Background: an optimization exercise with open tools, aiming at a short achievable clock period and few clock cycles. Do not read the settings as production practice.
The RTL was checked by simulation tests, not by an equivalence proof against the original design.
Power and IR drop assume default switching activity.

**design/flow/config.mk**
```make
export PLATFORM = sky130hd
export DESIGN_NAME = lc4_top
export DESIGN_NICKNAME = lc4_top
export VERILOG_FILES = /design/flow/design.v
export SDC_FILE = /design/flow/constraint.sdc
export NUM_CORES = 4
export LEC_CHECK = 0
export CAP_MARGIN = 20
export CORE_MARGIN = 2
export CORE_UTILIZATION = 40
export SLEW_MARGIN = 20
```
**design/flow/constraint.sdc**
```tcl
create_clock -name core_clock -period 8.0 [get_ports {gwe}]
set_input_delay 1.6000 -clock core_clock [delete_from_list [all_inputs] [get_ports {gwe}]]
set_output_delay 1.6000 -clock core_clock [all_outputs]
set_load 0.01 [all_outputs]
```
**design/flow/design.v**
```verilog
`timescale 1ns/1ps
package lc4_pkg;
   localparam int WORD_W    = 16;
   localparam int REG_SEL_W = 3;
   localparam int NUM_REGS  = 8;
   typedef logic [WORD_W-1:0]    word_t;
   typedef logic [REG_SEL_W-1:0] reg_sel_t;
   typedef logic [2:0]           nzp_t;       
   localparam nzp_t NZP_N = 3'b100;
   localparam nzp_t NZP_Z = 3'b010;
   localparam nzp_t NZP_P = 3'b001;
   function automatic nzp_t nzp_of(input word_t value);
      if (value[WORD_W-1]) begin
         nzp_of = NZP_N;
      end else if (value == '0) begin
         nzp_of = NZP_Z;
      end else begin
         nzp_of = NZP_P;
      end
   endfunction
endpackage
`timescale 1ns/1ps
module lc4_decoder (
   input  logic [15:0] i_insn,
   output logic [2:0]  o_rd,
   output logic [2:0]  o_rs,
   output logic [2:0]  o_rt,            
   output logic        o_rs_re,
   output logic        o_rt_re,         
   output logic        o_sd_re,         
   output logic        o_rd_we,
   output logic        o_is_load,
   output logic        o_is_store,
   output logic        o_is_mul,
   output logic        o_op_add,        
   output logic        o_op_sub,
   output logic        o_op_and,
   output logic        o_op_not,
   output logic        o_op_or,
   output logic        o_op_xor,
   output logic        o_op_const,
   output logic        o_imm_sel,
   output logic [15:0] o_imm
);
   logic [3:0] opcode;
   logic       immf;
   logic [1:0] sub;
   logic       f_arith, f_logic, f_ldr, f_str, f_const;
   assign opcode  = i_insn[15:12];
   assign immf    = i_insn[5];
   assign sub     = i_insn[4:3];
   assign f_arith = (opcode == 4'b0001);
   assign f_logic = (opcode == 4'b0101);
   assign f_ldr   = (opcode == 4'b0110);
   assign f_str   = (opcode == 4'b0111);
   assign f_const = (opcode == 4'b1001);
   assign o_rd       = i_insn[11:9];
   assign o_rs       = i_insn[8:6];
   assign o_rt       = f_str ? i_insn[11:9] : i_insn[2:0];
   assign o_op_add   = (f_arith & (immf | (sub == 2'd0))) | f_ldr | f_str;
   assign o_op_sub   = f_arith & ~immf & (sub == 2'd2);
   assign o_is_mul   = f_arith & ~immf & (sub == 2'd1);
   assign o_op_and   = f_logic & (immf | (sub == 2'd0));
   assign o_op_not   = f_logic & ~immf & (sub == 2'd1);
   assign o_op_or    = f_logic & ~immf & (sub == 2'd2);
   assign o_op_xor   = f_logic & ~immf & (sub == 2'd3);
   assign o_op_const = f_const;
   assign o_is_load  = f_ldr;
   assign o_is_store = f_str;
   assign o_rd_we    = (f_arith & (immf | (sub != 2'd3))) | f_logic | f_ldr | f_const;
   assign o_rs_re    = (f_arith & (immf | (sub != 2'd3))) | f_logic | f_ldr | f_str;
   assign o_rt_re    = (f_arith & ~immf & (sub != 2'd3)) | (f_logic & ~immf & (sub != 2'd1));
   assign o_sd_re    = f_str;
   assign o_imm_sel  = ((f_arith | f_logic) & immf) | f_ldr | f_str | f_const;
   assign o_imm      = f_const          ? {{7{i_insn[8]}}, i_insn[8:0]} :
                       (f_ldr | f_str)  ? {{10{i_insn[5]}}, i_insn[5:0]} :
                                          {{11{i_insn[4]}}, i_insn[4:0]};
endmodule
`timescale 1ns/1ps
module lc4_regfile (
   input  logic        gwe,
   input  logic        i_reset,
   input  logic [2:0]  i_rs_sel,
   input  logic [2:0]  i_rt_sel,
   input  logic [2:0]  i_rd_sel,
   input  logic        i_rd_we,
   input  logic [15:0] i_wdata,
   output logic [15:0] o_rs_data,
   output logic [15:0] o_rt_data
);
   logic [15:0] regs [8];
   always_ff @(posedge gwe) begin
      if (i_reset) begin
         for (int i = 0; i < 8; i++) begin
            regs[i] <= '0;
         end
      end else if (i_rd_we) begin
         regs[i_rd_sel] <= i_wdata;
      end
   end
   assign o_rs_data = (i_rd_we && (i_rd_sel == i_rs_sel)) ? i_wdata : regs[i_rs_sel];
   assign o_rt_data = (i_rd_we && (i_rd_sel == i_rt_sel)) ? i_wdata : regs[i_rt_sel];
endmodule
`timescale 1ns/1ps
module lc4_alu (
   input  logic        i_op_add,
   input  logic        i_op_sub,
   input  logic        i_op_and,
   input  logic        i_op_not,
   input  logic        i_op_or,
   input  logic        i_op_xor,
   input  logic        i_op_const,
   input  logic [15:0] i_a,
   input  logic [15:0] i_b,             
   input  logic [15:0] i_const,
   output logic [15:0] o_sum,
   output logic [15:0] o_result
);
   assign o_sum = i_a + i_b + {15'd0, i_op_sub};
   assign o_result = ({16{i_op_add | i_op_sub}} & o_sum)
                   | ({16{i_op_and}}   & (i_a & i_b))
                   | ({16{i_op_or}}    & (i_a | i_b))
                   | ({16{i_op_xor}}   & (i_a ^ i_b))
                   | ({16{i_op_not}}   & ~i_a)
                   | ({16{i_op_const}} & i_const);
endmodule
`timescale 1ns/1ps
module lc4_mul_s1 (
   input  logic [15:0] i_a,
   input  logic [15:0] i_b,
   output logic [57:0] o_cs
);
   logic c2;
   logic c4;
   logic c6;
   logic c11;
   logic c13;
   logic c15;
   logic c17;
   logic c19;
   logic c21;
   logic c23;
   logic c25;
   logic c27;
   logic c29;
   logic c31;
   logic c33;
   logic c35;
   logic c37;
   logic c39;
   logic c41;
   logic c43;
   logic c45;
   logic c51;
   logic c53;
   logic c55;
   logic c57;
   logic c59;
   logic c61;
   logic c63;
   logic c65;
   logic c67;
   logic c69;
   logic c71;
   logic c73;
   logic c75;
   logic c77;
   logic c79;
   logic c81;
   logic c83;
   logic c85;
   logic c87;
   logic c89;
   logic c91;
   logic c93;
   logic c95;
   logic c97;
   logic c102;
   logic c104;
   logic c106;
   logic c108;
   logic c110;
   logic c112;
   logic c114;
   logic c116;
   logic c118;
   logic c120;
   logic c122;
   logic c124;
   logic c126;
   logic c128;
   logic c130;
   logic c132;
   logic c134;
   logic c136;
   logic c138;
   logic c140;
   logic c142;
   logic s1;
   logic s3;
   logic s5;
   logic s7;
   logic s8;
   logic s9;
   logic s10;
   logic s12;
   logic s14;
   logic s16;
   logic s18;
   logic s20;
   logic s22;
   logic s24;
   logic s26;
   logic s28;
   logic s30;
   logic s32;
   logic s34;
   logic s36;
   logic s38;
   logic s40;
   logic s42;
   logic s44;
   logic s46;
   logic s47;
   logic s48;
   logic s49;
   logic s50;
   logic s52;
   logic s54;
   logic s56;
   logic s58;
   logic s60;
   logic s62;
   logic s64;
   logic s66;
   logic s68;
   logic s70;
   logic s72;
   logic s74;
   logic s76;
   logic s78;
   logic s80;
   logic s82;
   logic s84;
   logic s86;
   logic s88;
   logic s90;
   logic s92;
   logic s94;
   logic s96;
   logic s98;
   logic s99;
   logic s100;
   logic s101;
   logic s103;
   logic s105;
   logic s107;
   logic s109;
   logic s111;
   logic s113;
   logic s115;
   logic s117;
   logic s119;
   logic s121;
   logic s123;
   logic s125;
   logic s127;
   logic s129;
   logic s131;
   logic s133;
   logic s135;
   logic s137;
   logic s139;
   logic s141;
   logic s143;
   logic s144;
   assign s1 = (i_a[13] & i_b[0]) ^ (i_a[12] & i_b[1]);
   assign c2 = (i_a[13] & i_b[0]) & (i_a[12] & i_b[1]);
   assign s3 = (i_a[14] & i_b[0]) ^ (i_a[13] & i_b[1]) ^ (i_a[12] & i_b[2]);
   assign c4 = ((i_a[14] & i_b[0]) & (i_a[13] & i_b[1])) | ((i_a[14] & i_b[0]) & (i_a[12] & i_b[2])) | ((i_a[13] & i_b[1]) & (i_a[12] & i_b[2]));
   assign s5 = (i_a[11] & i_b[3]) ^ (i_a[10] & i_b[4]);
   assign c6 = (i_a[11] & i_b[3]) & (i_a[10] & i_b[4]);
   assign s7 = (i_a[15] & i_b[0]) ^ (i_a[14] & i_b[1]) ^ (i_a[13] & i_b[2]);
   assign s8 = (i_a[12] & i_b[3]) ^ (i_a[11] & i_b[4]) ^ (i_a[10] & i_b[5]);
   assign s9 = (i_a[9] & i_b[6]) ^ (i_a[8] & i_b[7]);
   assign s10 = (i_a[9] & i_b[0]) ^ (i_a[8] & i_b[1]);
   assign c11 = (i_a[9] & i_b[0]) & (i_a[8] & i_b[1]);
   assign s12 = (i_a[10] & i_b[0]) ^ (i_a[9] & i_b[1]) ^ (i_a[8] & i_b[2]);
   assign c13 = ((i_a[10] & i_b[0]) & (i_a[9] & i_b[1])) | ((i_a[10] & i_b[0]) & (i_a[8] & i_b[2])) | ((i_a[9] & i_b[1]) & (i_a[8] & i_b[2]));
   assign s14 = (i_a[7] & i_b[3]) ^ (i_a[6] & i_b[4]);
   assign c15 = (i_a[7] & i_b[3]) & (i_a[6] & i_b[4]);
   assign s16 = (i_a[11] & i_b[0]) ^ (i_a[10] & i_b[1]) ^ (i_a[9] & i_b[2]);
   assign c17 = ((i_a[11] & i_b[0]) & (i_a[10] & i_b[1])) | ((i_a[11] & i_b[0]) & (i_a[9] & i_b[2])) | ((i_a[10] & i_b[1]) & (i_a[9] & i_b[2]));
   assign s18 = (i_a[8] & i_b[3]) ^ (i_a[7] & i_b[4]) ^ (i_a[6] & i_b[5]);
   assign c19 = ((i_a[8] & i_b[3]) & (i_a[7] & i_b[4])) | ((i_a[8] & i_b[3]) & (i_a[6] & i_b[5])) | ((i_a[7] & i_b[4]) & (i_a[6] & i_b[5]));
   assign s20 = (i_a[5] & i_b[6]) ^ (i_a[4] & i_b[7]);
   assign c21 = (i_a[5] & i_b[6]) & (i_a[4] & i_b[7]);
   assign s22 = (i_a[12] & i_b[0]) ^ (i_a[11] & i_b[1]) ^ (i_a[10] & i_b[2]);
   assign c23 = ((i_a[12] & i_b[0]) & (i_a[11] & i_b[1])) | ((i_a[12] & i_b[0]) & (i_a[10] & i_b[2])) | ((i_a[11] & i_b[1]) & (i_a[10] & i_b[2]));
   assign s24 = (i_a[9] & i_b[3]) ^ (i_a[8] & i_b[4]) ^ (i_a[7] & i_b[5]);
   assign c25 = ((i_a[9] & i_b[3]) & (i_a[8] & i_b[4])) | ((i_a[9] & i_b[3]) & (i_a[7] & i_b[5])) | ((i_a[8] & i_b[4]) & (i_a[7] & i_b[5]));
   assign s26 = (i_a[6] & i_b[6]) ^ (i_a[5] & i_b[7]) ^ (i_a[4] & i_b[8]);
   assign c27 = ((i_a[6] & i_b[6]) & (i_a[5] & i_b[7])) | ((i_a[6] & i_b[6]) & (i_a[4] & i_b[8])) | ((i_a[5] & i_b[7]) & (i_a[4] & i_b[8]));
   assign s28 = (i_a[3] & i_b[9]) ^ (i_a[2] & i_b[10]);
   assign c29 = (i_a[3] & i_b[9]) & (i_a[2] & i_b[10]);
   assign s30 = (i_a[11] & i_b[2]) ^ (i_a[10] & i_b[3]) ^ (i_a[9] & i_b[4]);
   assign c31 = ((i_a[11] & i_b[2]) & (i_a[10] & i_b[3])) | ((i_a[11] & i_b[2]) & (i_a[9] & i_b[4])) | ((i_a[10] & i_b[3]) & (i_a[9] & i_b[4]));
   assign s32 = (i_a[8] & i_b[5]) ^ (i_a[7] & i_b[6]) ^ (i_a[6] & i_b[7]);
   assign c33 = ((i_a[8] & i_b[5]) & (i_a[7] & i_b[6])) | ((i_a[8] & i_b[5]) & (i_a[6] & i_b[7])) | ((i_a[7] & i_b[6]) & (i_a[6] & i_b[7]));
   assign s34 = (i_a[5] & i_b[8]) ^ (i_a[4] & i_b[9]) ^ (i_a[3] & i_b[10]);
   assign c35 = ((i_a[5] & i_b[8]) & (i_a[4] & i_b[9])) | ((i_a[5] & i_b[8]) & (i_a[3] & i_b[10])) | ((i_a[4] & i_b[9]) & (i_a[3] & i_b[10]));
   assign s36 = (i_a[2] & i_b[11]) ^ (i_a[1] & i_b[12]) ^ (i_a[0] & i_b[13]);
   assign c37 = ((i_a[2] & i_b[11]) & (i_a[1] & i_b[12])) | ((i_a[2] & i_b[11]) & (i_a[0] & i_b[13])) | ((i_a[1] & i_b[12]) & (i_a[0] & i_b[13]));
   assign s38 = (i_a[9] & i_b[5]) ^ (i_a[8] & i_b[6]) ^ (i_a[7] & i_b[7]);
   assign c39 = ((i_a[9] & i_b[5]) & (i_a[8] & i_b[6])) | ((i_a[9] & i_b[5]) & (i_a[7] & i_b[7])) | ((i_a[8] & i_b[6]) & (i_a[7] & i_b[7]));
   assign s40 = (i_a[6] & i_b[8]) ^ (i_a[5] & i_b[9]) ^ (i_a[4] & i_b[10]);
   assign c41 = ((i_a[6] & i_b[8]) & (i_a[5] & i_b[9])) | ((i_a[6] & i_b[8]) & (i_a[4] & i_b[10])) | ((i_a[5] & i_b[9]) & (i_a[4] & i_b[10]));
   assign s42 = (i_a[3] & i_b[11]) ^ (i_a[2] & i_b[12]) ^ (i_a[1] & i_b[13]);
   assign c43 = ((i_a[3] & i_b[11]) & (i_a[2] & i_b[12])) | ((i_a[3] & i_b[11]) & (i_a[1] & i_b[13])) | ((i_a[2] & i_b[12]) & (i_a[1] & i_b[13]));
   assign s44 = (i_a[0] & i_b[14]) ^ s3 ^ s5;
   assign c45 = ((i_a[0] & i_b[14]) & s3) | ((i_a[0] & i_b[14]) & s5) | (s3 & s5);
   assign s46 = (i_a[7] & i_b[8]) ^ (i_a[6] & i_b[9]) ^ (i_a[5] & i_b[10]);
   assign s47 = (i_a[4] & i_b[11]) ^ (i_a[3] & i_b[12]) ^ (i_a[2] & i_b[13]);
   assign s48 = (i_a[1] & i_b[14]) ^ (i_a[0] & i_b[15]) ^ s7;
   assign s49 = s8 ^ s9 ^ c4;
   assign s50 = (i_a[6] & i_b[0]) ^ (i_a[5] & i_b[1]);
   assign c51 = (i_a[6] & i_b[0]) & (i_a[5] & i_b[1]);
   assign s52 = (i_a[7] & i_b[0]) ^ (i_a[6] & i_b[1]) ^ (i_a[5] & i_b[2]);
   assign c53 = ((i_a[7] & i_b[0]) & (i_a[6] & i_b[1])) | ((i_a[7] & i_b[0]) & (i_a[5] & i_b[2])) | ((i_a[6] & i_b[1]) & (i_a[5] & i_b[2]));
   assign s54 = (i_a[4] & i_b[3]) ^ (i_a[3] & i_b[4]);
   assign c55 = (i_a[4] & i_b[3]) & (i_a[3] & i_b[4]);
   assign s56 = (i_a[8] & i_b[0]) ^ (i_a[7] & i_b[1]) ^ (i_a[6] & i_b[2]);
   assign c57 = ((i_a[8] & i_b[0]) & (i_a[7] & i_b[1])) | ((i_a[8] & i_b[0]) & (i_a[6] & i_b[2])) | ((i_a[7] & i_b[1]) & (i_a[6] & i_b[2]));
   assign s58 = (i_a[5] & i_b[3]) ^ (i_a[4] & i_b[4]) ^ (i_a[3] & i_b[5]);
   assign c59 = ((i_a[5] & i_b[3]) & (i_a[4] & i_b[4])) | ((i_a[5] & i_b[3]) & (i_a[3] & i_b[5])) | ((i_a[4] & i_b[4]) & (i_a[3] & i_b[5]));
   assign s60 = (i_a[2] & i_b[6]) ^ (i_a[1] & i_b[7]);
   assign c61 = (i_a[2] & i_b[6]) & (i_a[1] & i_b[7]);
   assign s62 = (i_a[7] & i_b[2]) ^ (i_a[6] & i_b[3]) ^ (i_a[5] & i_b[4]);
   assign c63 = ((i_a[7] & i_b[2]) & (i_a[6] & i_b[3])) | ((i_a[7] & i_b[2]) & (i_a[5] & i_b[4])) | ((i_a[6] & i_b[3]) & (i_a[5] & i_b[4]));
   assign s64 = (i_a[4] & i_b[5]) ^ (i_a[3] & i_b[6]) ^ (i_a[2] & i_b[7]);
   assign c65 = ((i_a[4] & i_b[5]) & (i_a[3] & i_b[6])) | ((i_a[4] & i_b[5]) & (i_a[2] & i_b[7])) | ((i_a[3] & i_b[6]) & (i_a[2] & i_b[7]));
   assign s66 = (i_a[1] & i_b[8]) ^ (i_a[0] & i_b[9]) ^ s10;
   assign c67 = ((i_a[1] & i_b[8]) & (i_a[0] & i_b[9])) | ((i_a[1] & i_b[8]) & s10) | ((i_a[0] & i_b[9]) & s10);
   assign s68 = (i_a[5] & i_b[5]) ^ (i_a[4] & i_b[6]) ^ (i_a[3] & i_b[7]);
   assign c69 = ((i_a[5] & i_b[5]) & (i_a[4] & i_b[6])) | ((i_a[5] & i_b[5]) & (i_a[3] & i_b[7])) | ((i_a[4] & i_b[6]) & (i_a[3] & i_b[7]));
   assign s70 = (i_a[2] & i_b[8]) ^ (i_a[1] & i_b[9]) ^ (i_a[0] & i_b[10]);
   assign c71 = ((i_a[2] & i_b[8]) & (i_a[1] & i_b[9])) | ((i_a[2] & i_b[8]) & (i_a[0] & i_b[10])) | ((i_a[1] & i_b[9]) & (i_a[0] & i_b[10]));
   assign s72 = s12 ^ s14 ^ c11;
   assign c73 = (s12 & s14) | (s12 & c11) | (s14 & c11);
   assign s74 = (i_a[3] & i_b[8]) ^ (i_a[2] & i_b[9]) ^ (i_a[1] & i_b[10]);
   assign c75 = ((i_a[3] & i_b[8]) & (i_a[2] & i_b[9])) | ((i_a[3] & i_b[8]) & (i_a[1] & i_b[10])) | ((i_a[2] & i_b[9]) & (i_a[1] & i_b[10]));
   assign s76 = (i_a[0] & i_b[11]) ^ s16 ^ s18;
   assign c77 = ((i_a[0] & i_b[11]) & s16) | ((i_a[0] & i_b[11]) & s18) | (s16 & s18);
   assign s78 = s20 ^ c13 ^ c15;
   assign c79 = (s20 & c13) | (s20 & c15) | (c13 & c15);
   assign s80 = (i_a[1] & i_b[11]) ^ (i_a[0] & i_b[12]) ^ s22;
   assign c81 = ((i_a[1] & i_b[11]) & (i_a[0] & i_b[12])) | ((i_a[1] & i_b[11]) & s22) | ((i_a[0] & i_b[12]) & s22);
   assign s82 = s24 ^ s26 ^ s28;
   assign c83 = (s24 & s26) | (s24 & s28) | (s26 & s28);
   assign s84 = c17 ^ c19 ^ c21;
   assign c85 = (c17 & c19) | (c17 & c21) | (c19 & c21);
   assign s86 = s1 ^ s30 ^ s32;
   assign c87 = (s1 & s30) | (s1 & s32) | (s30 & s32);
   assign s88 = s34 ^ s36 ^ c23;
   assign c89 = (s34 & s36) | (s34 & c23) | (s36 & c23);
   assign s90 = c25 ^ c27 ^ c29;
   assign c91 = (c25 & c27) | (c25 & c29) | (c27 & c29);
   assign s92 = c2 ^ s38 ^ s40;
   assign c93 = (c2 & s38) | (c2 & s40) | (s38 & s40);
   assign s94 = s42 ^ s44 ^ c31;
   assign c95 = (s42 & s44) | (s42 & c31) | (s44 & c31);
   assign s96 = c33 ^ c35 ^ c37;
   assign c97 = (c33 & c35) | (c33 & c37) | (c35 & c37);
   assign s98 = c6 ^ s46 ^ s47;
   assign s99 = s48 ^ s49 ^ c39;
   assign s100 = c41 ^ c43 ^ c45;
   assign s101 = (i_a[4] & i_b[0]) ^ (i_a[3] & i_b[1]);
   assign c102 = (i_a[4] & i_b[0]) & (i_a[3] & i_b[1]);
   assign s103 = (i_a[5] & i_b[0]) ^ (i_a[4] & i_b[1]) ^ (i_a[3] & i_b[2]);
   assign c104 = ((i_a[5] & i_b[0]) & (i_a[4] & i_b[1])) | ((i_a[5] & i_b[0]) & (i_a[3] & i_b[2])) | ((i_a[4] & i_b[1]) & (i_a[3] & i_b[2]));
   assign s105 = (i_a[2] & i_b[3]) ^ (i_a[1] & i_b[4]);
   assign c106 = (i_a[2] & i_b[3]) & (i_a[1] & i_b[4]);
   assign s107 = (i_a[4] & i_b[2]) ^ (i_a[3] & i_b[3]) ^ (i_a[2] & i_b[4]);
   assign c108 = ((i_a[4] & i_b[2]) & (i_a[3] & i_b[3])) | ((i_a[4] & i_b[2]) & (i_a[2] & i_b[4])) | ((i_a[3] & i_b[3]) & (i_a[2] & i_b[4]));
   assign s109 = (i_a[1] & i_b[5]) ^ (i_a[0] & i_b[6]) ^ s50;
   assign c110 = ((i_a[1] & i_b[5]) & (i_a[0] & i_b[6])) | ((i_a[1] & i_b[5]) & s50) | ((i_a[0] & i_b[6]) & s50);
   assign s111 = (i_a[2] & i_b[5]) ^ (i_a[1] & i_b[6]) ^ (i_a[0] & i_b[7]);
   assign c112 = ((i_a[2] & i_b[5]) & (i_a[1] & i_b[6])) | ((i_a[2] & i_b[5]) & (i_a[0] & i_b[7])) | ((i_a[1] & i_b[6]) & (i_a[0] & i_b[7]));
   assign s113 = s52 ^ s54 ^ c51;
   assign c114 = (s52 & s54) | (s52 & c51) | (s54 & c51);
   assign s115 = (i_a[0] & i_b[8]) ^ s56 ^ s58;
   assign c116 = ((i_a[0] & i_b[8]) & s56) | ((i_a[0] & i_b[8]) & s58) | (s56 & s58);
   assign s117 = s60 ^ c53 ^ c55;
   assign c118 = (s60 & c53) | (s60 & c55) | (c53 & c55);
   assign s119 = s62 ^ s64 ^ s66;
   assign c120 = (s62 & s64) | (s62 & s66) | (s64 & s66);
   assign s121 = c57 ^ c59 ^ c61;
   assign c122 = (c57 & c59) | (c57 & c61) | (c59 & c61);
   assign s123 = s68 ^ s70 ^ s72;
   assign c124 = (s68 & s70) | (s68 & s72) | (s70 & s72);
   assign s125 = c63 ^ c65 ^ c67;
   assign c126 = (c63 & c65) | (c63 & c67) | (c65 & c67);
   assign s127 = s74 ^ s76 ^ s78;
   assign c128 = (s74 & s76) | (s74 & s78) | (s76 & s78);
   assign s129 = c69 ^ c71 ^ c73;
   assign c130 = (c69 & c71) | (c69 & c73) | (c71 & c73);
   assign s131 = s80 ^ s82 ^ s84;
   assign c132 = (s80 & s82) | (s80 & s84) | (s82 & s84);
   assign s133 = c75 ^ c77 ^ c79;
   assign c134 = (c75 & c77) | (c75 & c79) | (c77 & c79);
   assign s135 = s86 ^ s88 ^ s90;
   assign c136 = (s86 & s88) | (s86 & s90) | (s88 & s90);
   assign s137 = c81 ^ c83 ^ c85;
   assign c138 = (c81 & c83) | (c81 & c85) | (c83 & c85);
   assign s139 = s92 ^ s94 ^ s96;
   assign c140 = (s92 & s94) | (s92 & s96) | (s94 & s96);
   assign s141 = c87 ^ c89 ^ c91;
   assign c142 = (c87 & c89) | (c87 & c91) | (c89 & c91);
   assign s143 = s98 ^ s99 ^ s100;
   assign s144 = c93 ^ c95 ^ c97;
   assign o_cs[0] = (i_a[0] & i_b[0]);
   assign o_cs[1] = (i_a[1] & i_b[0]);
   assign o_cs[2] = (i_a[0] & i_b[1]);
   assign o_cs[3] = (i_a[2] & i_b[0]);
   assign o_cs[4] = (i_a[1] & i_b[1]);
   assign o_cs[5] = (i_a[0] & i_b[2]);
   assign o_cs[6] = (i_a[3] & i_b[0]);
   assign o_cs[7] = (i_a[2] & i_b[1]);
   assign o_cs[8] = (i_a[1] & i_b[2]);
   assign o_cs[9] = (i_a[0] & i_b[3]);
   assign o_cs[10] = (i_a[2] & i_b[2]);
   assign o_cs[11] = (i_a[1] & i_b[3]);
   assign o_cs[12] = (i_a[0] & i_b[4]);
   assign o_cs[13] = s101;
   assign o_cs[14] = (i_a[0] & i_b[5]);
   assign o_cs[15] = s103;
   assign o_cs[16] = s105;
   assign o_cs[17] = c102;
   assign o_cs[18] = s107;
   assign o_cs[19] = s109;
   assign o_cs[20] = c104;
   assign o_cs[21] = c106;
   assign o_cs[22] = s111;
   assign o_cs[23] = s113;
   assign o_cs[24] = c108;
   assign o_cs[25] = c110;
   assign o_cs[26] = s115;
   assign o_cs[27] = s117;
   assign o_cs[28] = c112;
   assign o_cs[29] = c114;
   assign o_cs[30] = s119;
   assign o_cs[31] = s121;
   assign o_cs[32] = c116;
   assign o_cs[33] = c118;
   assign o_cs[34] = s123;
   assign o_cs[35] = s125;
   assign o_cs[36] = c120;
   assign o_cs[37] = c122;
   assign o_cs[38] = s127;
   assign o_cs[39] = s129;
   assign o_cs[40] = c124;
   assign o_cs[41] = c126;
   assign o_cs[42] = s131;
   assign o_cs[43] = s133;
   assign o_cs[44] = c128;
   assign o_cs[45] = c130;
   assign o_cs[46] = s135;
   assign o_cs[47] = s137;
   assign o_cs[48] = c132;
   assign o_cs[49] = c134;
   assign o_cs[50] = s139;
   assign o_cs[51] = s141;
   assign o_cs[52] = c136;
   assign o_cs[53] = c138;
   assign o_cs[54] = s143;
   assign o_cs[55] = s144;
   assign o_cs[56] = c140;
   assign o_cs[57] = c142;
endmodule
module lc4_mul_s2 (
   input  logic [57:0] i_cs,
   output logic [15:0] o_p
);
   logic c2;
   logic c4;
   logic c6;
   logic c8;
   logic c10;
   logic c12;
   logic c14;
   logic c16;
   logic c18;
   logic c20;
   logic c22;
   logic c24;
   logic c27;
   logic c29;
   logic c31;
   logic c33;
   logic c35;
   logic c37;
   logic c39;
   logic c41;
   logic c43;
   logic c45;
   logic c47;
   logic c49;
   logic c51;
   logic s1;
   logic s3;
   logic s5;
   logic s7;
   logic s9;
   logic s11;
   logic s13;
   logic s15;
   logic s17;
   logic s19;
   logic s21;
   logic s23;
   logic s25;
   logic s26;
   logic s28;
   logic s30;
   logic s32;
   logic s34;
   logic s36;
   logic s38;
   logic s40;
   logic s42;
   logic s44;
   logic s46;
   logic s48;
   logic s50;
   logic s52;
   logic [15:0] row0;
   logic [15:0] row1;
   assign s1 = i_cs[6] ^ i_cs[7];
   assign c2 = i_cs[6] & i_cs[7];
   assign s3 = i_cs[10] ^ i_cs[11] ^ i_cs[12];
   assign c4 = (i_cs[10] & i_cs[11]) | (i_cs[10] & i_cs[12]) | (i_cs[11] & i_cs[12]);
   assign s5 = i_cs[14] ^ i_cs[15] ^ i_cs[16];
   assign c6 = (i_cs[14] & i_cs[15]) | (i_cs[14] & i_cs[16]) | (i_cs[15] & i_cs[16]);
   assign s7 = i_cs[18] ^ i_cs[19] ^ i_cs[20];
   assign c8 = (i_cs[18] & i_cs[19]) | (i_cs[18] & i_cs[20]) | (i_cs[19] & i_cs[20]);
   assign s9 = i_cs[22] ^ i_cs[23] ^ i_cs[24];
   assign c10 = (i_cs[22] & i_cs[23]) | (i_cs[22] & i_cs[24]) | (i_cs[23] & i_cs[24]);
   assign s11 = i_cs[26] ^ i_cs[27] ^ i_cs[28];
   assign c12 = (i_cs[26] & i_cs[27]) | (i_cs[26] & i_cs[28]) | (i_cs[27] & i_cs[28]);
   assign s13 = i_cs[30] ^ i_cs[31] ^ i_cs[32];
   assign c14 = (i_cs[30] & i_cs[31]) | (i_cs[30] & i_cs[32]) | (i_cs[31] & i_cs[32]);
   assign s15 = i_cs[34] ^ i_cs[35] ^ i_cs[36];
   assign c16 = (i_cs[34] & i_cs[35]) | (i_cs[34] & i_cs[36]) | (i_cs[35] & i_cs[36]);
   assign s17 = i_cs[38] ^ i_cs[39] ^ i_cs[40];
   assign c18 = (i_cs[38] & i_cs[39]) | (i_cs[38] & i_cs[40]) | (i_cs[39] & i_cs[40]);
   assign s19 = i_cs[42] ^ i_cs[43] ^ i_cs[44];
   assign c20 = (i_cs[42] & i_cs[43]) | (i_cs[42] & i_cs[44]) | (i_cs[43] & i_cs[44]);
   assign s21 = i_cs[46] ^ i_cs[47] ^ i_cs[48];
   assign c22 = (i_cs[46] & i_cs[47]) | (i_cs[46] & i_cs[48]) | (i_cs[47] & i_cs[48]);
   assign s23 = i_cs[50] ^ i_cs[51] ^ i_cs[52];
   assign c24 = (i_cs[50] & i_cs[51]) | (i_cs[50] & i_cs[52]) | (i_cs[51] & i_cs[52]);
   assign s25 = i_cs[54] ^ i_cs[55] ^ i_cs[56];
   assign s26 = i_cs[3] ^ i_cs[4];
   assign c27 = i_cs[3] & i_cs[4];
   assign s28 = i_cs[8] ^ i_cs[9] ^ s1;
   assign c29 = (i_cs[8] & i_cs[9]) | (i_cs[8] & s1) | (i_cs[9] & s1);
   assign s30 = i_cs[13] ^ s3 ^ c2;
   assign c31 = (i_cs[13] & s3) | (i_cs[13] & c2) | (s3 & c2);
   assign s32 = i_cs[17] ^ s5 ^ c4;
   assign c33 = (i_cs[17] & s5) | (i_cs[17] & c4) | (s5 & c4);
   assign s34 = i_cs[21] ^ s7 ^ c6;
   assign c35 = (i_cs[21] & s7) | (i_cs[21] & c6) | (s7 & c6);
   assign s36 = i_cs[25] ^ s9 ^ c8;
   assign c37 = (i_cs[25] & s9) | (i_cs[25] & c8) | (s9 & c8);
   assign s38 = i_cs[29] ^ s11 ^ c10;
   assign c39 = (i_cs[29] & s11) | (i_cs[29] & c10) | (s11 & c10);
   assign s40 = i_cs[33] ^ s13 ^ c12;
   assign c41 = (i_cs[33] & s13) | (i_cs[33] & c12) | (s13 & c12);
   assign s42 = i_cs[37] ^ s15 ^ c14;
   assign c43 = (i_cs[37] & s15) | (i_cs[37] & c14) | (s15 & c14);
   assign s44 = i_cs[41] ^ s17 ^ c16;
   assign c45 = (i_cs[41] & s17) | (i_cs[41] & c16) | (s17 & c16);
   assign s46 = i_cs[45] ^ s19 ^ c18;
   assign c47 = (i_cs[45] & s19) | (i_cs[45] & c18) | (s19 & c18);
   assign s48 = i_cs[49] ^ s21 ^ c20;
   assign c49 = (i_cs[49] & s21) | (i_cs[49] & c20) | (s21 & c20);
   assign s50 = i_cs[53] ^ s23 ^ c22;
   assign c51 = (i_cs[53] & s23) | (i_cs[53] & c22) | (s23 & c22);
   assign s52 = i_cs[57] ^ s25 ^ c24;
   assign row0[0] = i_cs[0];
   assign row1[0] = 1'b0;
   assign row0[1] = i_cs[1];
   assign row1[1] = i_cs[2];
   assign row0[2] = i_cs[5];
   assign row1[2] = s26;
   assign row0[3] = s28;
   assign row1[3] = c27;
   assign row0[4] = s30;
   assign row1[4] = c29;
   assign row0[5] = s32;
   assign row1[5] = c31;
   assign row0[6] = s34;
   assign row1[6] = c33;
   assign row0[7] = s36;
   assign row1[7] = c35;
   assign row0[8] = s38;
   assign row1[8] = c37;
   assign row0[9] = s40;
   assign row1[9] = c39;
   assign row0[10] = s42;
   assign row1[10] = c41;
   assign row0[11] = s44;
   assign row1[11] = c43;
   assign row0[12] = s46;
   assign row1[12] = c45;
   assign row0[13] = s48;
   assign row1[13] = c47;
   assign row0[14] = s50;
   assign row1[14] = c49;
   assign row0[15] = s52;
   assign row1[15] = c51;
   assign o_p = row0 + row1;
endmodule
`timescale 1ns/1ps
module lc4_pipeline #(
   parameter logic [15:0] RESET_PC = 16'h8200
) (
   input  logic        gwe,
   input  logic        i_reset,
   input  logic [15:0] i_cur_insn,
   input  logic [15:0] i_cur_dmem_data,
   output logic [15:0] o_cur_pc,
   output logic [15:0] o_dmem_addr,
   output logic        o_dmem_we,
   output logic [15:0] o_dmem_wdata,
   output logic        o_trace_valid,
   output logic [15:0] o_trace_pc,
   output logic [15:0] o_trace_insn,
   output logic        o_trace_regfile_we,
   output logic [2:0]  o_trace_wsel,
   output logic [15:0] o_trace_wdata,
   output logic        o_trace_nzp_we,
   output logic [2:0]  o_trace_nzp_bits,
   output logic        o_trace_dmem_we,
   output logic [15:0] o_trace_dmem_addr,
   output logic [15:0] o_trace_dmem_data
);
   localparam int CSW = 58;              
   logic [15:0] pc;
   logic        d_valid;
   logic [15:0] d_insn;
   logic        stall;
   logic [2:0]  dec_rd, dec_rs, dec_rt;
   logic        dec_rs_re, dec_rt_re, dec_sd_re, dec_we;
   logic        dec_ld, dec_st, dec_mul;
   logic        dec_add, dec_sub, dec_and, dec_not, dec_or, dec_xor, dec_const;
   logic        dec_imm_sel;
   logic [15:0] dec_imm;
   logic [15:0] rf_rs, rf_rt;
   logic        hit_m_rs, hit_m_rt, hit_w_rs, hit_w_rt;
   logic        x_valid;
   logic [15:0] x_insn;
   logic [2:0]  x_rd;
   logic        x_we, x_ld, x_st, x_mul, x_mem;
   logic        x_add, x_sub, x_and, x_not, x_or, x_xor, x_const;
   logic [15:0] xa_q, xb_q, xs_q;
   logic        a_sm, a_sw, a_sr;
   logic        b_smp, b_smn, b_swp, b_swn, b_sr;
   logic        s_sm, s_sw, s_sr;
   logic [15:0] x_a, x_b, x_s;
   logic [15:0] x_sum, x_result;
   logic [CSW-1:0] x_cs;
   logic        m_valid;
   logic [15:0] m_insn;
   logic [2:0]  m_rd;
   logic        m_we, m_ld, m_st, m_mul, m_alu;
   logic [15:0] res_m, m_addr, m_wdata;
   logic [CSW-1:0] m_cs;
   logic [15:0] m_product;
   logic        w_valid;
   logic [15:0] w_insn;
   logic [2:0]  w_rd;
   logic        w_we, w_st;
   logic [15:0] res_w, w_daddr, w_ddata;
   logic        t_valid;
   logic [15:0] t_pc, t_insn;
   logic        t_rwe, t_dwe;
   logic [2:0]  t_wsel, t_nzp;
   logic [15:0] t_wdata, t_daddr, t_ddata;
   always_ff @(posedge gwe) begin
      if (i_reset) begin
         pc      <= RESET_PC;
         d_valid <= 1'b0;
         d_insn  <= '0;                  
      end else if (!stall) begin
         pc      <= pc + 16'd1;
         d_valid <= 1'b1;
         d_insn  <= i_cur_insn;
      end
   end
   assign o_cur_pc = pc;
   lc4_decoder u_decoder (
      .i_insn     (d_insn),
      .o_rd       (dec_rd),
      .o_rs       (dec_rs),
      .o_rt       (dec_rt),
      .o_rs_re    (dec_rs_re),
      .o_rt_re    (dec_rt_re),
      .o_sd_re    (dec_sd_re),
      .o_rd_we    (dec_we),
      .o_is_load  (dec_ld),
      .o_is_store (dec_st),
      .o_is_mul   (dec_mul),
      .o_op_add   (dec_add),
      .o_op_sub   (dec_sub),
      .o_op_and   (dec_and),
      .o_op_not   (dec_not),
      .o_op_or    (dec_or),
      .o_op_xor   (dec_xor),
      .o_op_const (dec_const),
      .o_imm_sel  (dec_imm_sel),
      .o_imm      (dec_imm)
   );
   lc4_regfile u_regfile (
      .gwe       (gwe),
      .i_reset   (i_reset),
      .i_rs_sel  (dec_rs),
      .i_rt_sel  (dec_rt),
      .i_rd_sel  (w_rd),
      .i_rd_we   (w_we),
      .i_wdata   (res_w),
      .o_rs_data (rf_rs),
      .o_rt_data (rf_rt)
   );
   assign hit_m_rs = x_we && (x_rd == dec_rs);
   assign hit_m_rt = x_we && (x_rd == dec_rt);
   assign hit_w_rs = m_we && (m_rd == dec_rs);
   assign hit_w_rt = m_we && (m_rd == dec_rt);
   assign stall = (x_ld || x_mul) &&
                  ((dec_rs_re && hit_m_rs) || ((dec_rt_re || dec_sd_re) && hit_m_rt));
   always_ff @(posedge gwe) begin
      if (i_reset || stall) begin
         x_valid <= 1'b0;
         x_we    <= 1'b0;
         x_ld    <= 1'b0;
         x_st    <= 1'b0;
         x_mul   <= 1'b0;
         x_mem   <= 1'b0;
         x_add   <= 1'b0;
         x_sub   <= 1'b0;
         x_and   <= 1'b0;
         x_not   <= 1'b0;
         x_or    <= 1'b0;
         x_xor   <= 1'b0;
         x_const <= 1'b0;
         a_sm    <= 1'b0;
         a_sw    <= 1'b0;
         a_sr    <= 1'b1;
         b_smp   <= 1'b0;
         b_smn   <= 1'b0;
         b_swp   <= 1'b0;
         b_swn   <= 1'b0;
         b_sr    <= 1'b1;
         s_sm    <= 1'b0;
         s_sw    <= 1'b0;
         s_sr    <= 1'b1;
      end else begin
         x_valid <= d_valid;
         x_we    <= dec_we;
         x_ld    <= dec_ld;
         x_st    <= dec_st;
         x_mul   <= dec_mul;
         x_mem   <= dec_ld | dec_st;
         x_add   <= dec_add;
         x_sub   <= dec_sub;
         x_and   <= dec_and;
         x_not   <= dec_not;
         x_or    <= dec_or;
         x_xor   <= dec_xor;
         x_const <= dec_const;
         a_sm    <= dec_rs_re & hit_m_rs;
         a_sw    <= dec_rs_re & ~hit_m_rs & hit_w_rs;
         a_sr    <= ~(dec_rs_re & (hit_m_rs | hit_w_rs));
         b_smp   <= dec_rt_re & hit_m_rt & ~dec_sub;
         b_smn   <= dec_rt_re & hit_m_rt & dec_sub;
         b_swp   <= dec_rt_re & ~hit_m_rt & hit_w_rt & ~dec_sub;
         b_swn   <= dec_rt_re & ~hit_m_rt & hit_w_rt & dec_sub;
         b_sr    <= ~(dec_rt_re & (hit_m_rt | hit_w_rt));
         s_sm    <= dec_sd_re & hit_m_rt;
         s_sw    <= dec_sd_re & ~hit_m_rt & hit_w_rt;
         s_sr    <= ~(dec_sd_re & (hit_m_rt | hit_w_rt));
      end
   end
   always_ff @(posedge gwe) begin
      if (!stall) begin
         x_insn <= d_insn;
         x_rd   <= dec_rd;
         xa_q   <= rf_rs;
         xb_q   <= dec_imm_sel ? dec_imm : (dec_sub ? ~rf_rt : rf_rt);
         xs_q   <= rf_rt;
      end
   end
   assign x_a = ({16{a_sm}} & res_m) | ({16{a_sw}} & res_w) | ({16{a_sr}} & xa_q);
   assign x_b = ({16{b_smp}} & res_m) | ({16{b_smn}} & ~res_m) |
                ({16{b_swp}} & res_w) | ({16{b_swn}} & ~res_w) | ({16{b_sr}} & xb_q);
   assign x_s = ({16{s_sm}} & res_m) | ({16{s_sw}} & res_w) | ({16{s_sr}} & xs_q);
   lc4_alu u_alu (
      .i_op_add   (x_add),
      .i_op_sub   (x_sub),
      .i_op_and   (x_and),
      .i_op_not   (x_not),
      .i_op_or    (x_or),
      .i_op_xor   (x_xor),
      .i_op_const (x_const),
      .i_a        (x_a),
      .i_b        (x_b),
      .i_const    (xb_q),
      .o_sum      (x_sum),
      .o_result   (x_result)
   );
   lc4_mul_s1 u_mul_s1 (
      .i_a  (x_a),
      .i_b  (x_b),
      .o_cs (x_cs)
   );
   always_ff @(posedge gwe) begin
      if (i_reset) begin
         m_valid <= 1'b0;
         m_we    <= 1'b0;
         m_ld    <= 1'b0;
         m_st    <= 1'b0;
         m_mul   <= 1'b0;
         m_alu   <= 1'b0;
      end else begin
         m_valid <= x_valid;
         m_we    <= x_we;
         m_ld    <= x_ld;
         m_st    <= x_st;
         m_mul   <= x_mul;
         m_alu   <= ~x_ld & ~x_mul;
      end
      m_insn  <= x_insn;
      m_rd    <= x_rd;
      res_m   <= x_result;
      m_addr  <= x_mem ? x_sum : '0;
      m_wdata <= x_st ? x_s : '0;
      m_cs    <= x_cs;
   end
   assign o_dmem_addr  = m_addr;
   assign o_dmem_we    = m_st;
   assign o_dmem_wdata = m_wdata;
   lc4_mul_s2 u_mul_s2 (
      .i_cs (m_cs),
      .o_p  (m_product)
   );
   always_ff @(posedge gwe) begin
      if (i_reset) begin
         w_valid <= 1'b0;
         w_we    <= 1'b0;
         w_st    <= 1'b0;
      end else begin
         w_valid <= m_valid;
         w_we    <= m_we;
         w_st    <= m_st;
      end
      w_insn  <= m_insn;
      w_rd    <= m_rd;
      res_w   <= ({16{m_ld}} & i_cur_dmem_data) | ({16{m_mul}} & m_product) |
                 ({16{m_alu}} & res_m);
      w_daddr <= m_addr;
      w_ddata <= m_ld ? i_cur_dmem_data : m_wdata;
   end
   always_ff @(posedge gwe) begin
      if (i_reset) begin
         t_valid <= 1'b0;
         t_pc    <= RESET_PC;
      end else begin
         t_valid <= w_valid;
         if (t_valid) begin
            t_pc <= t_pc + 16'd1;
         end
      end
      t_insn  <= w_insn;
      t_rwe   <= w_we;
      t_wsel  <= w_we ? w_rd : '0;
      t_wdata <= w_we ? res_w : '0;
      t_nzp   <= w_we ? lc4_pkg::nzp_of(res_w) : '0;
      t_dwe   <= w_st;
      t_daddr <= w_daddr;
      t_ddata <= w_ddata;
   end
   assign o_trace_valid      = t_valid;
   assign o_trace_pc         = t_pc;
   assign o_trace_insn       = t_insn;
   assign o_trace_regfile_we = t_rwe;
   assign o_trace_wsel       = t_wsel;
   assign o_trace_wdata      = t_wdata;
   assign o_trace_nzp_we     = t_rwe;
   assign o_trace_nzp_bits   = t_nzp;
   assign o_trace_dmem_we    = t_dwe;
   assign o_trace_dmem_addr  = t_daddr;
   assign o_trace_dmem_data  = t_ddata;
endmodule
`timescale 1ns/1ps
module lc4_top (
   input  logic        gwe,
   input  logic        i_reset,
   input  logic [15:0] i_cur_insn,
   input  logic [15:0] i_cur_dmem_data,
   output logic [15:0] o_cur_pc,
   output logic [15:0] o_dmem_addr,
   output logic        o_dmem_we,
   output logic [15:0] o_dmem_wdata,
   output logic        o_trace_valid,
   output logic [15:0] o_trace_pc,
   output logic [15:0] o_trace_insn,
   output logic        o_trace_regfile_we,
   output logic [2:0]  o_trace_wsel,
   output logic [15:0] o_trace_wdata,
   output logic        o_trace_nzp_we,
   output logic [2:0]  o_trace_nzp_bits,
   output logic        o_trace_dmem_we,
   output logic [15:0] o_trace_dmem_addr,
   output logic [15:0] o_trace_dmem_data
);
   lc4_pipeline #(.RESET_PC(16'h8200)) u_pipe (
      .gwe                (gwe),
      .i_reset            (i_reset),
      .i_cur_insn         (i_cur_insn),
      .i_cur_dmem_data    (i_cur_dmem_data),
      .o_cur_pc           (o_cur_pc),
      .o_dmem_addr        (o_dmem_addr),
      .o_dmem_we          (o_dmem_we),
      .o_dmem_wdata       (o_dmem_wdata),
      .o_trace_valid      (o_trace_valid),
      .o_trace_pc         (o_trace_pc),
      .o_trace_insn       (o_trace_insn),
      .o_trace_regfile_we (o_trace_regfile_we),
      .o_trace_wsel       (o_trace_wsel),
      .o_trace_wdata      (o_trace_wdata),
      .o_trace_nzp_we     (o_trace_nzp_we),
      .o_trace_nzp_bits   (o_trace_nzp_bits),
      .o_trace_dmem_we    (o_trace_dmem_we),
      .o_trace_dmem_addr  (o_trace_dmem_addr),
      .o_trace_dmem_data  (o_trace_dmem_data)
   );
endmodule
```
**design/flow/run.sh**
```bash
#!/bin/bash
# synth_recipe.tcl (not shown) runs the flow's synth.tcl, then flattens the netlist and writes it again
# the make line also repeats each setting of config.mk as NAME=value (left out here)
make -C /OpenROAD-flow-scripts/flow DESIGN_CONFIG=/design/flow/config.mk WORK_HOME=/design/flow/orfs CLKGATE_MAP_FILE= SYNTH_SCRIPT=/design/flow/synth_recipe.tcl finish
```
==> results of run 1 <==
==> worst max-delay path, stage by stage (launching register included) <==
cell and delay [ns]:
dfxtp_1 0.62, nand4b_4 0.32, mux2i_4 0.86, xor2_1 0.22, nand4_4 0.21, o21a_1 0.20, nor2_4 0.11, inv_2 0.33
buf_4 0.70, nand2b_1 0.34, or3_1 0.41
==> per-layer routing <==
layer,share of wire (%),up-vias,global-route usage (%)
li1,-,7717,-
met1,42,8250,27.5
met2,47,690,34.5
met3,7.0,142,3.56
met4,3.6,0,8.47
met5,0,-,0
==> synthesized netlist by cell type (all sizes together) (4+ instances only) <==
master / n
a21o: 7
clkbuf: 112
edfxtp: 192
xor2: 33
mux2i: 59
a31oi: 5
xnor2: 68
nor3: 55
nand4: 8
or4: 4
dfxtp: 343
buf: 31
nand2b: 11
a22oi: 17
a221o: 25
and2: 125
ha: 61
mux4: 64
a222oi: 40
o21ai: 74
or3: 6
inv: 136
and3: 13
mux2: 19
o21a: 7
nor4: 21
fa: 81
nor2: 184
clkinv: 5
nor2b: 35
or3b: 4
or2: 17
a21oi: 71
o211ai: 6
nand2: 150
nand3: 22
o21bai: 4
==> report_power, final <==
part | internal (uW) | switching, uW | total (uW)
Clock | 1480 | 1100 | 2580
Sequential | 2980 | 126 | 3110
Combinational | 545 | 811 | 1360
==> logic make-up after synthesis <==
logic type	share of synthesized area, %
AOI/OAI and AO/OA	7.89
adders and majority gates	9.70
and+or+nand+nor	13.4
muxes	9.27
buffers and inverters	4.60
DFF	51.4
xor gates and xnor gates	3.72
==> path summary, 6_finish.rpt <==
| path | start | end | slack [ns] | cells past startpoint |
|---|---|---|---|---|
| hold reg to reg | u_pipe.w_ddata[4] | u_pipe.t_ddata[4] | 0.31 | 0 |
| setup reg to reg | u_pipe.d_insn[14] | u_pipe.s_sr | 3.51 | 10 |
| setup / recovery | u_pipe.d_insn[14] | u_pipe.s_sr | 3.51 | 10 |
| hold / removal | u_pipe.w_ddata[4] | u_pipe.t_ddata[4] | 0.31 | 0 |
==> cell type report <==
| cell class | count | area [um^2] | area share (%) |
|---|---|---|---|
| sequential | 535 | 12600 | 43.9 |
| tap | 782 | 978 | 3.40 |
| timing repair buffer | 205 | 1960 | 6.82 |
| inverter | 141 | 529 | 1.84 |
| clock buffer | 76 | 1600 | 5.55 |
| clock inverter | 28 | 255 | 0.886 |
| multi-input combinational | 1330 | 10800 | 37.6 |
==> metrics by stage <==
| step | utilization [%] | hold WS, ns | instance area [um^2] | worst slack, ns | std cells |
|---|---|---|---|---|---|
| after detailed placement | 44.5 | 0.312 | 26900 | 3.51 | 2993 |
| after floorplan | - | 0.310 | 24600 | 4.55 | 2149 |
| after global routing | 47.5 | 0.329 | 28800 | 3.14 | 3097 |
| after global placement | 44.5 | 0.310 | 26900 | 3.66 | 2993 |
| final | 47.5 | 0.308 | 28800 | 3.51 | 3097 |
| after CTS | 47.5 | 0.311 | 28800 | 3.47 | 3097 |
==> run notes, run 1 <==
biggest area consumer among synthesized cells dfxtp_1; Seq/Total Area, Yosys between 50% and 60%; Bufs on Longest Clock Path 3; DRT iter0 DRCs 1632; Post-Syn Nets 2325; Num Clock Sinks around 540; Die Footprint ~63000 um^2; Largest register FFs roughly 130; syn avg cell area 11.4 um^2; Power Density around 240 nW/um^2; clk slew on worst S/H paths ~0.060 ns; die height approximately 250 um; Synth Cell Area 24600 um^2; fraction of registers with async set/reset 0%; Period minus WS final 4.49 ns; CTS tree yes; overall routing resource usage a little over a fifth; Fillers roughly 5400; Lkg Pwr between 0.01 and 0.015 uW; CTS H-tree depth 2; prevailing post-synth register cell dfxtp_1; Max Clock Skew ~0.033 ns; setup bufs post-CTS 0; ratio of final minimum period to clock period roughly 56%; CP max FO between 60 and 70; # port buffers ~170; status timing/DRC/antenna clean; Setup TNS Final 0 ns; clock network latency to the later pin of the worst-skew pair between 0.6 and 0.7 ns; DRT Pass-1 Iters 9; Congestion Overflow GR 0; yosys synthesis warning count 2; CTS root buf clkbuf_16; Hold Crit Class reg -> reg; CP Data Arrival Time about 5 ns; critical path required time approximately 8.5 ns; Initial Util roughly two fifths; synthesis-stage register bit count approximately 540; Slew HR between 20% and 30%; GP Congestion around 0.95; Vias/cell between 5 and 6; Reg with most FFs u_pipe.u_regfile.regs; crit end category flop; Final ANT Viol Nets 0; first-pass GRT wire length between 100000 and 150000 um; # DRC 0; Top Ports 173; most frequent cells in the layout dfxtp_1, edfxtp_1, nor2_1; std cell rows 90; Max-cap violations 0; Worst IR Drop VDD about 170 uV; layout cells sized above 1 between 10% and 20%; vias in the first global route between 15000 and 20000; CTS Hold Bufs 0; Regs by FF count u_pipe.u_regfile.regs: 128 flops, u_pipe.m_cs: 58 flops; area share of the largest cell type after synthesis between 20% and 30%; cts repair resizes 0; width of the die between 200 and 300 um; detailed-route via count 16799; CORE AREA roughly 61000 um^2; TritonCTS buffer count 56; Worst Tran Pin Value 1.11 ns; commonest non-fill, non-tap cell in the layout dfxtp_1; Post-DP HPWL about 48000 um; largest net degree at the start of global routing 64; Synth cell types between 70 and 80; crit start category flop; Setup CP Type reg -> reg; Syn-to-layout area delta 17.2%; total power ~7000 uW; RSZ-0062 raised after global routing no; Area contributors post-synth dfxtp_1, edfxtp_1, fa_1, mux4_2, and2_1; Routed WL per cell approximately 22 um; initial antenna violation count 4; Layout Nets 2445; detailed-route wire length around 67000 um; Post-synth EDFFs 192; timing-limited maximum frequency between 200 and 250 MHz; endpoints failing setup 0; cell count after synthesis about 2100; ant diodes 0; final number of max-transition violations 0; Hold Vio Cnt, Final 0
Testbench counts, summed over its fixed seeds: cycles 12,438.
==> run 2: changes to the inputs <==
--- a/design/flow/config.mk
+++ b/design/flow/config.mk
@@ -6,6 +6,8 @@
 export NUM_CORES = 4
 export LEC_CHECK = 0
+export ABC_CLOCK_PERIOD_IN_PS = 2500
 export CAP_MARGIN = 20
 export CORE_MARGIN = 2
 export CORE_UTILIZATION = 40
+export SETUP_SLACK_MARGIN = 5
 export SLEW_MARGIN = 20
==> run 2 against run 1 <==
Net effect:
- area after synthesis did not move
- critical endpoint is now u_pipe.res_m[13]
- still clean
- clock power rose by 6%
- worst setup slack improved by 1.2 ns
- synthesized cell count did not move
- clock-buffer cell count rose by 9
- core utilization rose by 3.2 points
- power rose by 8.2%
==> run notes, run 2 <==
worst setup path start u_pipe.a_sm; overall routing resource usage 24.6%; Hold Vio Cnt, Final 0; Die Footprint 63400 um^2; critical path required time between 8 and 9 ns; commonest non-fill, non-tap cell in the layout dfxtp_1; die height ~250 um; Post-DP HPWL between 50000 and 60000 um; R2R Path Start u_pipe.a_sm; std cell rows 90; yosys synthesis warning count 2; crit start category flop; Congestion Overflow GR 0; Worst Tran Pin Value ~1.1 ns; Setup CP Type reg -> reg; Max Clock Skew between 0.03 and 0.04 ns; Largest register FFs approximately 130; Vias/cell around 5.5; # DRC 0; CTS tree yes; clk slew on worst S/H paths 0.06 ns; Top Ports ~170; DRT iter0 DRCs 2151; prevailing post-synth register cell dfxtp_1; clock network fraction of total power 35.9%; Bufs on Longest Clock Path 3; layout cells sized above 1 a little over a fifth; Post-synth EDFFs approximately 190; vias in the first global route 18003; reg-to-reg slack, setup 4.71 ns; RSZ-0062 raised after global routing yes; Routed WL per cell about 25 um; crit end category flop; largest net degree at the start of global routing 63; initial antenna violation count 3; CTS H-tree depth 2; Initial Util around two fifths; area share of the largest cell type after synthesis between 20% and 30%; Syn-to-layout area delta 25.0%; total power ~7600 uW; Layout Nets about 2600; Num Clock Sinks ~540; syn avg cell area between 10 and 15 um^2; CORE AREA a little over 60000 um^2; Power Density approximately 250 nW/um^2; Regs by FF count u_pipe.u_regfile.regs: 128 flops, u_pipe.m_cs: 58 flops; CTS root buf clkbuf_16; Net Sw Power 2250 uW; ratio of final minimum period to clock period 41.1%; CP Data Arrival Time between 3 and 4 ns; fraction of registers with async set/reset 0%; Slew HR between 20% and 30%; synthesis-stage register bit count 535; clock network latency to the later pin of the worst-skew pair 0.62 ns; Worst IR Drop VDD between 150 and 200 uV; Max-cap violations 0; CTS Hold Bufs 0; # port buffers around 170; most common cell in the synthesized netlist dfxtp_1; TritonCTS buffer count 56; detailed-route wire length between 70000 and 80000 um; Fin Hold WS 0.316 ns; first-pass GRT wire length ~120000 um; Period minus WS final approximately 3.3 ns; Reg with most FFs u_pipe.u_regfile.regs; Lkg Pwr 0.0128 uW; width of the die between 200 and 300 um; Seq/Total Area, Yosys between 50% and 60%; top cells by count, synth dfxtp_1, edfxtp_1, nor2_1, nand2_1, inv_1; CP endpoint u_pipe.res_m[13]; Synth Cell Area 24600 um^2; biggest area consumer among synthesized cells dfxtp_1; worst reg2reg endpoint u_pipe.res_m[13]; Area contributors post-synth dfxtp_1, edfxtp_1, fa_1, mux4_2, and2_1; CP max FO 10; final number of max-transition violations 0; GP Congestion around 0.93; endpoints failing setup 0; most frequent cells in the layout dfxtp_1, edfxtp_1, nor2_1; status timing/DRC/antenna clean; Post-Syn Nets about 2300; Setup TNS Final 0 ns; DRT Pass-1 Iters 9; Internal Power 5370 uW; cell count after synthesis 2149; timing-limited maximum frequency between 300 and 400 MHz; Comb pwr share 23.3%; Sw Ratio between 20 and 30%; Synth cell types 73; sequential power share about 41%; detailed-route via count about 18000; Hold Crit Class reg -> reg; worst-case reg-to-reg path depth 12; Final ANT Viol Nets 0
run 2: area by class of cell:
class                      count  area, um^2
clock inverter                20         263
clock buffer                  85        1700
antenna                        1        2.50
inverter                     141         571
timing repair buffer         319        2950
tap                          782         978
multi-input combinational   1331       11500
sequential                   535       12700
fill                        5327       29900
run 2: repair_timing:
action	4_1_cts	5_1_grt
pin swaps	47	43
endpoints found under the hold margin	0	0
buffers inserted	76	32
gates cloned	2	3
resized for setup	331	89
setup endpoints to repair	541	225
run 2: critical path: stages, from the launching register on:
cell and delay [ns]:
dfxtp_4 0.38, buf_6 0.14, a222oi_1 0.34, buf_4 0.27, inv_1 0.10, ha_1 0.42
and2_1 0.20, nor2_1 0.23, a21boi_1 0.17, o2111ai_2 0.22, nand4b_1 0.20, xor2_1 0.21
a221o_1 0.29
run 2: power by group through the flow:
stage	sequential (uW)	combinational, uW	clock [uW]
after floorplan	3100	983	0
after global placement	3170	1400	0
after detailed placement	3170	1420	0
after CTS	3110	1600	2780
after global routing	3130	1910	2890
final	3120	1770	2730
run 2: how the worst min path moves through the flow:
| stage | startpoint | end | slack [ns] | cells after the start |
|---|---|---|---|---|
| 5_1_grt | u_pipe.w_ddata[2] | u_pipe.t_ddata[2] | 0.32 | 0 |
| 4_1_cts | u_pipe.w_ddata[2] | u_pipe.t_ddata[2] | 0.32 | 0 |
| 3_5_place_dp | u_pipe.w_daddr[5] | u_pipe.t_daddr[5] | 0.31 | 0 |
| 3_3_place_gp | u_pipe.w_daddr[2] | u_pipe.t_daddr[2] | 0.31 | 0 |
| 2_1_floorplan | u_pipe.w_daddr[0] | u_pipe.t_daddr[0] | 0.31 | 0 |
| 6_report | u_pipe.m_insn[2] | u_pipe.w_insn[2] | 0.32 | 0 |
run 2: cells by family (layout without fill, tap and decap cells):
kind of cell,count (synthesis),count (layout),synth area share [%]
and+or+nand+nor,665,666,13.4
DFF,535,535,51.4
buffers and inverters,284,565,4.60
AOI/OAI and AO/OA,279,279,7.89
adders and majority gates,142,142,9.70
muxes,142,142,9.27
xor gates and xnor gates,102,102,3.72
other,0,1,0
run 2: metal layers:
metal | global-route usage [%] | up-vias | share of wire [%] | routed length (um)
met3 | 4.76 | 251 | 8.4 | 6610
met4 | 13.3 | 2 | 6.2 | 4890
met5 | 0 | - | 0.014 | 11
met1 | 30.8 | 8729 | 38 | 30000
li1 | - | 7949 | - | -
met2 | 40.1 | 870 | 47 | 37300
run 2: through the flow:
stage / instance area [um^2] / utilization (%) / std cells / setup slack, ns
floorplan: 24800 / - / 2149 / 4.90
global placement: 27000 / 44.6 / 2995 / 3.63
detailed placement: 27000 / 44.6 / 2995 / 3.53
CTS: 30100 / 49.7 / 3178 / 4.82
global route: 30700 / 50.7 / 3213 / 4.56
finish: 30700 / 50.7 / 3214 / 4.71

## re-timing with driven ports
The results above use ideal ports. As a check the final layouts listed here were re-extracted and re-timed, cells and wires unchanged. Step 1 (the two cells are an assumption about what drives the block):
set clk [get_ports {gwe}]
set_driving_cell -lib_cell sky130_fd_sc_hd__clkbuf_16 $clk
set_driving_cell -lib_cell sky130_fd_sc_hd__buf_2 [delete_from_list [all_inputs] $clk]
Step 2 also shifts input and output timing later by t, the mid clock arrival at the registers, as if the neighbouring blocks saw the same clock. Slacks: ideal ports / drivers / drivers and shift; pairs: ideal ports / drivers.
| run | t, ns | slack for setup (ns) | worst hold slack (ns) | slew at the worst register clock pin (ns) | pins driven straight from the clock port |
|---|---|---|---|---|---|
| run 1 | 0.667 | 3.513 / 3.513 / 3.493 | 0.308 / 0.308 / 0.308 | 0.07 / 0.07 | 1 |
| run 2 | 0.661 | 4.709 / 4.709 / 4.480 | 0.316 / 0.316 / 0.316 | 0.07 / 0.07 | 1 |
After both steps setup and hold are still met in every run listed. For run 2, which loses most, drivers alone change the setup slack by 0.000 ns; drivers and shift together by -0.229 ns.
